Source: an optimization exercise on an open RTL-to-GDS flow (aim: small area, a short achievable clock period and few clock cycles per item). Production flows keep margins and buffers that such runs may drop. Function was not checked in any run shown here: the RTL went through the layout flow alone.

## flow/design.v (module list and top-level ports; edited modules follow where they fit)
// module fp_mul_pipe: 2037 lines
// module fp_fa: 4 lines
// module fp_ha: 4 lines
module fp_mul_pipe
#(
  parameter int EXP_W = 8,
  parameter int MAN_W = 23,
  localparam int W = 1 + EXP_W + MAN_W
) (
  input  logic         clk,
  input  logic         reset,
  input  logic         in_valid,
  output logic         in_ready,
  input  logic         rnd_mode,
  input  logic [W-1:0] a,
  input  logic [W-1:0] b,
  output logic         out_valid,
  input  logic         out_ready,
  output logic [W-1:0] c,
  output logic         ovf,
  output logic         unf,
  output logic         inv
);
  // ...
==> flow/run.sh <==
#!/bin/bash
# synth_recipe.tcl (not shown) runs the flow's synth.tcl, then flattens the netlist and writes it again
# the make line also repeats each setting of config.mk as NAME=value (left out here)
make -C /OpenROAD-flow-scripts/flow DESIGN_CONFIG=/design/flow/config.mk WORK_HOME=/design/flow/orfs CLKGATE_MAP_FILE= SYNTH_SCRIPT=/design/flow/synth_recipe.tcl finish
==> flow/config.mk <==
export PLATFORM = sky130hd
export DESIGN_NAME = fp_mul_pipe
export DESIGN_NICKNAME = fp_mul_pipe
export VERILOG_FILES = /design/flow/design.v
export SDC_FILE = /design/flow/constraint.sdc
export NUM_CORES = 4
export LEC_CHECK = 0
export ABC_AREA = 1
export CAP_MARGIN = 20
export CORE_MARGIN = 2
export CORE_UTILIZATION = 40
export SLEW_MARGIN = 20
export SYNTH_HIERARCHICAL = 1
export SYNTH_MINIMUM_KEEP_SIZE = 0
==> flow/constraint.sdc <==
create_clock -name core_clock -period 8.5 [get_ports {clk}]
set_input_delay 1.7000 -clock core_clock [delete_from_list [all_inputs] [get_ports {clk}]]
set_output_delay 1.7000 -clock core_clock [all_outputs]
set_load 0.01 [all_outputs]
==> flow_summary.ini, run 1 <==
[sta]
layout_setup_ws_ps = 2590
slew_viol_final = 0
setup_violations = 0
fin_crit_ps = 5910
rsz0062_at_grt = false
max_slew.worst_pin.slew_ps = 1220
slew_headroom = 0.189
hold-worst-slack_ps = 422
fin_crit_sh = 0.695

[grt]
met1_usage = 0.311
met2_usage = 0.396

[layout]
multiInputGateArea_mm2 = 0.0151
buf_share = 0.0483
seq-cell-share = 0.270
drive_above_1_share = 0.0475
reg_top3 = p2 x26, e1 x10, e02 x8
final_common_cell = nand2_1
fillerInstances = 5506

[detailed_routing]
drt_iter0_drc = 1734
drt-met1-wl_mm = 29.9

[critical_path]
worst_setup_path_start_kind = flop
endpoint = c[5]
crit_chain = buf_4 > inv_2 > o21ai_0 > nand2_1 > inv_1 > ha_1 > nand3_2 > nor2_4 > nand3_4 > nand2_2 > nand2_1 > nand3_1 > nand2_1 > inv_2 > nand2_1 > clkdlybuf4s50_1
cp_num_cells = 16
crit_required_ps = 6800

[floorplanning]
fp.dieH_um = 247
core_mm2 = 0.0587

[placed_design]
placedCellCount = 3246
gp_congestion = 0.918

[synth]
synthTopCellsByArea = edfxtp_1 (30%), fa_1 (22%), xor2_1 (11%), o22ai_1 (7.1%), nand2_1 (6.6%)
synth.most_common_cell = nand2_1
yosysTopAreaCell = edfxtp_1
ys_warn_count = 7
synth.distinct_cells = 49
synth_mux_area_frac = 0
ys_ff_latch = 236

[run_status]
outcome = finished clean

[worst_hold_path]
hp-start = s1
worstHoldPathType = reg -> reg
==> run 2: changes to the inputs <==
--- a/flow/config.mk
+++ b/flow/config.mk
@@ -10,4 +10,5 @@
 export CORE_MARGIN = 2
 export CORE_UTILIZATION = 40
+export SETUP_SLACK_MARGIN = 4
 export SLEW_MARGIN = 20
 export SYNTH_HIERARCHICAL = 1
==> run 2 against run 1 <==
Net effect: still clean; final area up 5.8%; worst setup slack better by 1200 ps; die area unchanged; non-clock buffer count up 92; highest routed layer unchanged.
==> flow_summary.ini, run 2 <==
[run_status]
outcome = finished clean

[floorplanning]
floorplan.initialDensity = 0.402
io_pins = 106
fp.dieH_um = 247
die_area_mm2 = 0.0610
core_mm2 = 0.0587
die_x_um = 247
num_rows = 89

[grt]
grt_pass1_vias = 20103
grt_max_degree = 130
gr-usage-all-layers = 0.257
grt_first_pass_wirelength_mm = 119
antenna_found_initial = 0
overflow = 0

[detailed_routing]
drt_wl_total_mm = 79.3
vias_per_cell = 5.74
first_pass_iters = 8
vias = 19577
ant_nets = 0
drc = 0
avgRoutedWirePerCell_um = 23.3
drt_iter0_drc = 1998

[cts]
path_clk_slew_ps = 60
cts_sinks = 236
clockBufferDepth = 3
cts_inserted_buffers = 29
clock_latency_ps = 580
cts_root_buf = clkbuf_16
cts_htree_levels = 1
cts_tree = yes

[layout]
final_cell_mix = nand2_1 (372), xor2_1 (296), o22ai_1 (267), fa_1 (265), edfxtp_1 (234)
diodes = 0
area_growth_pct = 17.5
fillerInstances = 5475
drive_above_1_share = 0.127
reg_top3 = p2 x26, e1 x10, e02 x8
regMostFlops = p2
final_common_cell = nand2_1
finalNonFillerCells = 3408
fin_nets = 3045
largest_reg_flops = 26

[critical_path]
cp-end-kind = output port
arrival_ps = 3030
r2r_slack_ps = 4620
endpoint = c[0]
reg2reg_to = st2
cp_common_cell = buf_4
worstPathMaxFanout = 5
cpMaxStageDelayCell = edfxtp_1
crit_required_ps = 6800
cp_num_buf_inv = 13
crit_path_start = p2[25]
worst_setup_path_start_kind = flop
critPathKind = reg -> out
r2r-start = r1_14_0
reg2regPathDepth = 15
critPathTopFamily = buffers and inverters
critPathMaxStageDelay_ps = 460
crit_chain = buf_12 > inv_16 > o21ai_4 > buf_6 > buf_4 > buf_4 > buf_4 > buf_4 > buf_4 > buf_4 > buf_4 > buf_4 > buf_4 > a21oi_2 > nor2_1 > nand3_2 > nand2_1 > buf_2
cp_num_cells = 18

[sta]
skew_ps = 16.3
max_freq_mhz = 212
slew_headroom = 0.324
hold-worst-slack_ps = 422
max_slew.worst_pin.slew_ps = 1010
setup_violations = 0
rsz0062_at_grt = true
fin_crit_sh = 0.556
slew_viol_final = 0
fin_crit_ps = 4730
hold_violations = 0
finalSetupTns_ps = 0

[synth]
yosysTopAreaCellShare = 0.298
synth.distinct_cells = 49
synthTopCellsByArea = edfxtp_1 (30%), fa_1 (22%), xor2_1 (11%), o22ai_1 (7.1%), nand2_1 (6.6%)
synthesis.area_mm2 = 0.0236
ys_ff_latch = 236
async_flop_share = 0
yosysTopAreaCell = edfxtp_1
synth_common_cells = nand2_1 (415), xor2_1 (296), o22ai_1 (267)
syn_inst = 2470
yosys_most_used_dff = edfxtp_1
synth.most_common_cell = nand2_1
synth-edff-count = 234
ys_warn_count = 7
ys_seq_area_frac = 0.299
syn_avg_cell_area_um2 = 9.56

[job]
maxCapViolations = 0

[placed_design]
hpwl_mm = 52.8
port_buffers = 105
placedCellCount = 3250
gp_congestion = 0.962

[worst_hold_path]
worstHoldPathType = reg -> reg
hp-start = inv1
-- run 2: cell types whose count changed in the layout (fill, tap and decap cells not counted), sizes merged --
cell,change
inv,-10
clkdlybuf4s15,+2
buf,+124
nand2,+2
clkinvlp,+24
clkdlybuf4s50,-36
clkbuf,+4
bufinv,-1
-- run 2: kinds of logic after synthesis --
| group | Yosys count | share of synthesized area |
|---|---|---|
| other cells | 2 | 0.000318 |
| simple gates | 747 | 0.135 |
| fa+ha+maj | 362 | 0.276 |
| xor+xnor | 314 | 0.117 |
| compound gates | 434 | 0.110 |
| flops | 236 | 0.299 |
| buf+inv | 375 | 0.0635 |
-- run 2: modules after synthesis, one instance, submodules excluded --
module       flops+latches  area, um2  cells inside  times used
fp_ha                    0       12.5             1          32
fp_mul_pipe            236      17900          2174           1
fp_fa                    0       20.0             1         264
-- run 2: cell type report --
type                            count  area (um2)  area share
Tap cell                          773         967      0.0349
Clock buffer                       33         741      0.0267
Clock inverter                     19         178     0.00641
Inverter                          232         945      0.0341
Timing Repair Buffer              229        2130      0.0767
Timing Repair inverter             14         110     0.00397
Multi-Input combinational cell   1872       15600       0.562
Sequential cell                   236        7070       0.255
-- run 2: worst min path at each step --
stage,end,slack [ps],cells past startpoint
3_3_place_gp,inv2,410,0
4_1_cts,inv2,420,0
3_5_place_dp,inv2,410,0
2_1_floorplan,inv2,400,0
6_report,inv2,420,0
5_1_grt,inv2,420,0
-- run 2: per-stage QoR --
step                instance area, um2   util  worst slack [ps]
CTS                              27200  0.464              3810
global placement                 25300  0.431              2560
finish                           27700  0.472              3770
floorplan                        23700      -              2380
detailed placement               25300  0.431              2510
global route                     27700  0.472              3640
-- run 2: repair_timing --
action                                  4_1_cts  5_1_grt
hold buffers                                  0        0
buffers inserted                             72       14
cloned                                       17        3
gates resized for setup                     251       92
pin swaps                                    29       26
endpoints found under the setup margin      129       77
-- run 2: worst reg2reg max path, cell delays in order, from the launching register on --
cell and delay, ps:
edfxtp_1 420, fa_1 590, fa_1 520, ha_1 420, nand2_1 140, inv_1 50, nand2_1 60, nand2_1 70
a21oi_1 380, nand2_1 260, nand2_1 120, nand2_1 60, nor2_1 90, nand2_1 60, nor3_1 220, nand2_1 130
-- run 2: per-layer routing --
metal | up-vias | track usage | wire (um)
li1 | 8615 | - | -
met1 | 9583 | 0.324 | 30600
met2 | 1111 | 0.419 | 36900
met3 | 268 | 0.0561 | 7580
met4 | 0 | 0.127 | 4230
met5 | - | 0 | 0

what the ideal ports hide:
How much do the figures lean on ideal ports? The routed layouts below were timed once more, with nothing changed but the port constraints.
Step 1 assumes that a clkbuf_16 drives the clock port and a buf_2 every other input.
Step 2 moves the port delays by t, midway between the first and last clock arrival at a register: inputs arrive t later, outputs are due t later. That takes back most of the time a late clock gives input paths.
a / b / c = no drivers / after step 1 / after step 2; a / b = the first two.
run	shift t [ns]	setup WS [ns]	worst setup path at the end
run 1	0.631	2.591 / 2.532 / 2.409	input to register
run 2	0.627	3.775 / 3.719 / 3.396	input to register
After both steps every run listed still meets setup and hold. The setup slack of run 2, which loses most, moves by -0.056 ns with the drivers and by -0.379 ns with both steps.
